What follows belongs to an exercise in optimizing a design on an open flow for small area, a short achievable clock period and few clock cycles per item; a production flow would make more cautious choices. Function was checked by simulation only, so behaviour that the tests miss may differ from the original.

<file path="run.sh">
#!/bin/bash
# synth_recipe.tcl (not shown) runs the flow's synth.tcl, then flattens the netlist and writes it again
# the make line also repeats each setting of config.mk as NAME=value (left out here)
make -C /OpenROAD-flow-scripts/flow DESIGN_CONFIG=/design/flow/config.mk WORK_HOME=/design/flow/orfs CLKGATE_MAP_FILE= SYNTH_SCRIPT=/design/flow/synth_recipe.tcl finish
</file>
<file path="config.mk">
export PLATFORM = sky130hd
export DESIGN_NAME = milestone_mac_array
export DESIGN_NICKNAME = milestone_mac_array
export VERILOG_FILES = /design/flow/design.v
export SDC_FILE = /design/flow/constraint.sdc
export NUM_CORES = 4
export LEC_CHECK = 0
export CAP_MARGIN = 20
export CORE_MARGIN = 2
export CORE_UTILIZATION = 40
export SLEW_MARGIN = 20
</file>
<file path="constraint.sdc">
create_clock -name core_clock -period 8.0 [get_ports {Clock_50}]
set_input_delay 1.6000 -clock core_clock [delete_from_list [all_inputs] [get_ports {Clock_50}]]
set_output_delay 1.6000 -clock core_clock [all_outputs]
set_load 0.01 [all_outputs]
</file>
<file path="design.v">
module milestone_mac_array #(
    parameter int NUM_CH    = 3,
    parameter int DATA_W    = 16,
    parameter int COEF_W    = 16,
    parameter int ACC_W     = 32,
    parameter int NUM_TAPS  = 6,
    parameter int OUT_SHIFT = 8,
    parameter int OUT_W     = 8
) (
    input  logic                     Clock_50,
    input  logic                     Resetn,
    input  logic                     start,
    input  logic                     clear,
    input  logic [ACC_W-1:0]         init_value,
    input  logic                     in_valid,
    output logic                     in_ready,
    input  logic [NUM_CH*DATA_W-1:0] sample,
    input  logic [NUM_CH*COEF_W-1:0] coef,
    input  logic                     subtract,
    output logic                     out_valid,
    input  logic                     out_ready,
    output logic [NUM_CH*ACC_W-1:0]  acc_raw,
    output logic [NUM_CH*OUT_W-1:0]  result,
    output logic                     busy
);
    localparam int CNT_W = $clog2(NUM_TAPS + 1);
    localparam int PROD_W = DATA_W + COEF_W;
    localparam logic signed [ACC_W-1:0] RES_MAX = ACC_W'((64'd1 << OUT_W) - 64'd1);
    typedef enum logic [1:0] {
        ST_IDLE  = 2'd0,
        ST_ACCUM = 2'd1,
        ST_DRAIN = 2'd2,
        ST_OUT   = 2'd3
    } state_t;
    state_t           state_q;
    logic [CNT_W-1:0] tap_cnt_q;
    logic             s1_valid_q;
    logic             s1_sub_q;
    logic accept;
    logic load_init;
    logic acc_update;
    assign in_ready  = (state_q == ST_ACCUM);
    assign out_valid = (state_q == ST_OUT);
    assign busy      = (state_q != ST_IDLE);
    assign accept     = in_valid && in_ready;
    assign load_init  = (state_q == ST_IDLE) && start && !clear;
    assign acc_update = s1_valid_q && !clear;
    always_ff @(posedge Clock_50 or negedge Resetn) begin
        if (!Resetn) begin
            state_q    <= ST_IDLE;
            tap_cnt_q  <= '0;
            s1_valid_q <= 1'b0;
            s1_sub_q   <= 1'b0;
        end else if (clear) begin
            state_q    <= ST_IDLE;
            s1_valid_q <= 1'b0;
        end else begin
            case (state_q)
                ST_IDLE: begin
                    s1_valid_q <= 1'b0;
                    if (start) begin
                        tap_cnt_q <= '0;
                        state_q   <= ST_ACCUM;
                    end
                end
                ST_ACCUM: begin
                    s1_valid_q <= accept;
                    if (accept) begin
                        s1_sub_q  <= subtract;
                        tap_cnt_q <= tap_cnt_q + 1'b1;
                        if (tap_cnt_q == CNT_W'(NUM_TAPS - 1)) begin
                            state_q <= ST_DRAIN;
                        end
                    end
                end
                ST_DRAIN: begin
                    s1_valid_q <= 1'b0;
                    if (!s1_valid_q) begin
                        state_q <= ST_OUT;
                    end
                end
                ST_OUT: begin
                    s1_valid_q <= 1'b0;
                    if (out_ready) begin
                        state_q <= ST_IDLE;
                    end
                end
                default: state_q <= ST_IDLE;
            endcase
        end
    end
    for (genvar c = 0; c < NUM_CH; c++) begin : g_ch
        logic signed [PROD_W-1:0] prod_full;
        logic signed [ACC_W-1:0]  prod_ext;
        logic signed [ACC_W-1:0]  prod_q;
        logic signed [ACC_W-1:0]  acc_q;
        logic signed [ACC_W-1:0]  acc_d;
        logic signed [ACC_W-1:0]  shifted;
        logic [OUT_W-1:0]         res_ch;
        assign prod_full = $signed(sample[c*DATA_W +: DATA_W]) * $signed(coef[c*COEF_W +: COEF_W]);
        assign prod_ext  = ACC_W'(prod_full);
        always_comb begin
            acc_d = acc_q;
            if (load_init) begin
                acc_d = $signed(init_value);
            end else if (acc_update) begin
                acc_d = s1_sub_q ? (acc_q - prod_q) : (acc_q + prod_q);
            end
        end
        always_ff @(posedge Clock_50 or negedge Resetn) begin
            if (!Resetn) begin
                prod_q <= '0;
                acc_q  <= '0;
            end else begin
                if (accept && !clear) begin
                    prod_q <= prod_ext;
                end
                acc_q <= acc_d;
            end
        end
        always_comb begin
            shifted = acc_q >>> OUT_SHIFT;
            res_ch  = shifted[OUT_W-1:0];
            if (shifted < 0) begin
                res_ch = '0;
            end else if (shifted > RES_MAX) begin
                res_ch = '1;
            end
        end
        assign acc_raw[c*ACC_W +: ACC_W] = acc_q;
        assign result[c*OUT_W +: OUT_W]  = res_ch;
    end
endmodule
</file>
==> summary.md <==
| Metric | Value |
|---|---|
| Area Growth Syn to Fin | `15.6%` |
| Max-slew headroom | `a little under a third` |
| Final period util | `96.3%` |
| Setup ws final | `0.299 ns` |
| Total global routing overflow | `0` |
| Yosys warning count | `1` |
| Net Count, Synth | `between 6,000 and 7,000` |
| Worst Hold Class | `reg2reg` |
| Final min period | `approximately 7.7 ns` |
| Dominant cell type by area after synthesis | `fa_1` |
| # DRC | `0` |
| Unique cell type count in the Yosys netlist | `80` |
| Vias in the first global route | `about 36,000` |
| Post-synth EDFFs | `0` |
| Share of the synthesized area in the top cell type | `a little over a third` |
| Top-level port count | `258` |
| Count leader, synth | `inv_1` |
| Synth Register Bits | `roughly 200` |
| Final hold viol count | `0` |
| Later-pin clock latency in the skew report | `about 0.47 ns` |
| Die Span Y | `335 um` |
| Die width | `~330 um` |
| Worst slack, placed | `-0.314 ns` |
| Row Count | `121` |
| Crit-path max cell delay | `approximately 0.54 ns` |
| Critical Path Slowest Stage Cell | `fa_1` |
| Commonest cells in the netlist | `933 x inv_1, 789 x fa_1, 645 x nand2_1` |
| RePlAce Congestion | `just over 0.9` |
| CTS Hold Bufs | `0` |
| Synth Area per Inst | `between 8 and 9 um2` |
| Core area | `0.109 mm2` |
| Flop2flop setup slack | `about 3.1 ns` |
| Final WL | `~120,000 um` |
| Sequential share of the synthesized area | `a little under an eighth` |
| Main synth FF type | `dfrtp_1` |
| Vias post-DR | `between 30,000 and 40,000` |
| CTS tree | `yes` |
| Cell breakdown of the critical path | `clkdlybuf4s50_1 > and2_1 > fa_1 > inv_1 > fa_1 > inv_1 > fa_1 > fa_1 > fa_1 > inv_1 > fa_1 > inv_1 > ha_1 > a211oi_1 > o211ai_1 > a221oi_2 > o21ai_1 > a221o_1 > a221oi_2 > a21oi_1 > a21oi_2 > nor4b_1 > or3_1` |
| Synth Area in XOR/XNOR | `between 5 and 6%` |
| Routed wl met2 | `55,600 um` |
| Routed vias/inst | `5.10` |
| Crit start category | `input pin` |
| DP Wirelength | `~100,000 um` |
| Multiplexer share of the synthesized area | `less than 1%` |
| Hold endpoint | `tap_cnt_q[1]$_DFFE_PN0P_` |
| Synth Area in Adders | `a little under half` |
| All-Layer GR Usage | `between 20% and 30%` |
| Top Layer Used | `met5` |
| Post-Synth Simple-Gate Area | `roughly 17%` |
| Final Max Slew Viols | `0` |
| Outcome | `timing/DRC/antenna clean` |
| Worst endpoint data arrival time | `8.05 ns` |
| Largest net degree at the start of global routing | `~130` |
| Fill count | `10,573` |
| Fin nets | `~6,700` |
| Reg-to-reg endpoint | `g_ch[0].acc_q[30]$_DFFE_PN0P_` |
| FF+latch area | `about 0.005 mm2` |
| Main combinational cell family by area after synthesis | `adder cells` |
| Port buffer count | `257` |
| Root Buffer | `clkbuf_16` |
| Routed wire per std cell | `~17 um` |
| Ys async rst share | `100%` |
| DR pass1 iterations | `5` |
| Hold Path Origin | `tap_cnt_q[1]$_DFFE_PN0P_` |
| Clock transition at path regs | `around 0.080 ns` |
| Remaining antenna violation count | `0` |
| CTS max path bufs | `2` |
| CTS buffer count | `17` |
| Clock sinks | `approximately 200` |
| Hold Crit Depth | `2` |
| CTS H-tree lvls | `4` |
| Layout cells sized above 1 | `between 6 and 7%` |
| Area of the multi-input gates | `0.0347 mm2` |
| Largest cells by area after synthesis | `fa_1 36%, dfrtp_1 11%, ha_1 9.9%` |
| Hold WS | `0.521 ns` |
| # setup viols final | `0` |
| First-pass GRT wire length | `196,000 um` |
| Peak Freq | `around 130 MHz` |
| Worst r2r src | `g_ch[0].prod_q[6]$_DFFE_PN0P_` |
| Die ar. | `0.112 mm2` |
| Crit path required time | `~8.4 ns` |
| Synthesized netlist cell count | `5,028` |
| Drt initial violations | `approximately 2,100` |
| R2r worst-path depth | `15` |
| Routed length on met1 | `about 56,000 um` |
| Total negative slack | `0 ns` |
| Setup Skew | `~0.017 ns` |
| Max-cap violations | `0` |
| Initial antenna violation count | `7` |
| Most used cell, CP | `fa_1` |
| Compound-gate portion of the synthesized area | `a little over a tenth` |
| Synthesized area | `0.0438 mm2` |
| CP max FO | `4` |
| Slew @ Worst Pin | `roughly 1 ns` |
| CP Capture Type | `flop` |
| DR WL met3 | `6680 um` |
| Initial Util | `roughly two fifths` |
| Kind of critical path | `in2reg` |
cells by family (layout without fill, tap and decap cells):
family | count (synthesis) | in the layout
AO/OA/AOI/OAI | 765 | 765
buffers and inverters | 1102 | 1524
flip-flops | 199 | 199
adder cells (fa/ha/maj) | 1137 | 1137
other | 0 | 1
AND/OR/NAND/NOR | 1551 | 1551
multiplexers | 7 | 7
XOR/XNOR | 267 | 267
worst max path at each step:
| stage | start | endpoint | slack (ns) | cells past startpoint |
|---|---|---|---|---|
| floorplan | sample[23] | g_ch[1].prod_q[30]$_DFFE_PN0P_ | 0.37 | 24 |
| global placement | coef[17] | g_ch[1].prod_q[30]$_DFFE_PN0P_ | -0.25 | 22 |
| detailed placement | sample[24] | g_ch[1].prod_q[30]$_DFFE_PN0P_ | -0.31 | 22 |
| CTS | sample[24] | g_ch[1].prod_q[30]$_DFFE_PN0P_ | 0.18 | 22 |
| global route | sample[23] | g_ch[1].prod_q[30]$_DFFE_PN0P_ | -0.02 | 23 |
| finish | sample[21] | g_ch[1].prod_q[30]$_DFFE_PN0P_ | 0.30 | 23 |
flip-flops by register name, indices dropped and copies added (netlist names):
| signal | cells |
|---|---|
| g_ch.acc_q | 96 |
| state_q | 2 |
| s1_valid_q | 1 |
| tap_cnt_q | 3 |
| g_ch.prod_q | 96 |
| s1_sub_q | 1 |
metal layers:
metal  GRT usage (%)  vias up
met5               0        -
met2            36.2      770
li1                -    16512
met3            3.20      116
met1            31.3    17605
met4            3.52        2
per-stage QoR:
stage / cell area, um2 / util, % / instances
6_report: 50600 / 46.5 / 6865
5_1_grt: 50600 / 46.5 / 6864
4_1_cts: 50500 / 46.5 / 6864
3_5_place_dp: 50000 / 46.0 / 6832
3_3_place_gp: 50000 / 46.0 / 6832
2_1_floorplan: 43800 / - / 5028
placed cells by master (no fill, tap or decap), types with 62 or more instances in the layout:
cell / netlist / layout
inv_1: 933 / 933
fa_1: 789 / 788
nand2_1: 645 / 645
and2_1: 378 / 378
ha_1: 348 / 348
buf_4: 0 / 285
nor2_1: 260 / 259
a21oi_1: 258 / 257
clkdlybuf4s50_1: 0 / 249
o21ai_0: 210 / 210
xnor2_1: 204 / 204
dfrtp_1: 199 / 198
a21o_1: 65 / 65
xor2_1: 62 / 62
area by class of cell:
class                      instances  area share [%]
clock inverter                    14           0.314
tap                             1414            3.50
antenna                            1         0.00495
sequential                       199            9.85
timing repair buffer             558            9.99
multi-input combinational       3727            68.6
clock buffer                      18           0.848
inverter                         934            6.93
repair_timing:
action | 4_1_cts | 5_1_grt
setup buffers | 0 | 0
setup endpoints to repair | 0 | 3
gates resized for setup | 0 | 11
critical path: cells and delay by family:
family,cells,cell delay (ns)
fa+ha+maj,7,3.27
compound gates,8,1.82
buf+inv,5,0.70
simple gates,3,0.67
Testbench counts, summed over its fixed seeds: cycles 24,000, items 2,400.

[what the ideal ports hide]
Ports are ideal in the flow. The routed layout listed here was re-timed in OpenROAD.
Step 1 sets driving cells, clkbuf_16 on the clock port and buf_2 on the other inputs (assumed; they add their load-dependent delay and slew).
Step 2 times the ports against the registers' clock, not the clock port: input delays grow and output delays shrink by t, the midpoint of the rising clock arrivals with the driver on.
a / b / c = ideal ports / drivers / drivers and shift; a / b = the first two.
shift t [ns]: 0.528
setup WS [ns]: 0.299 / 0.334 / -0.193
worst setup path at the end: input to register
worst register clock-pin slew, ns: 0.09 / 0.09
worst slew at a driven data input, ns: 0.08
Met with ideal ports but missed after step 2: setup timing in this run. The setup slack of this run moves by +0.035 ns with the drivers and by -0.492 ns with both steps.
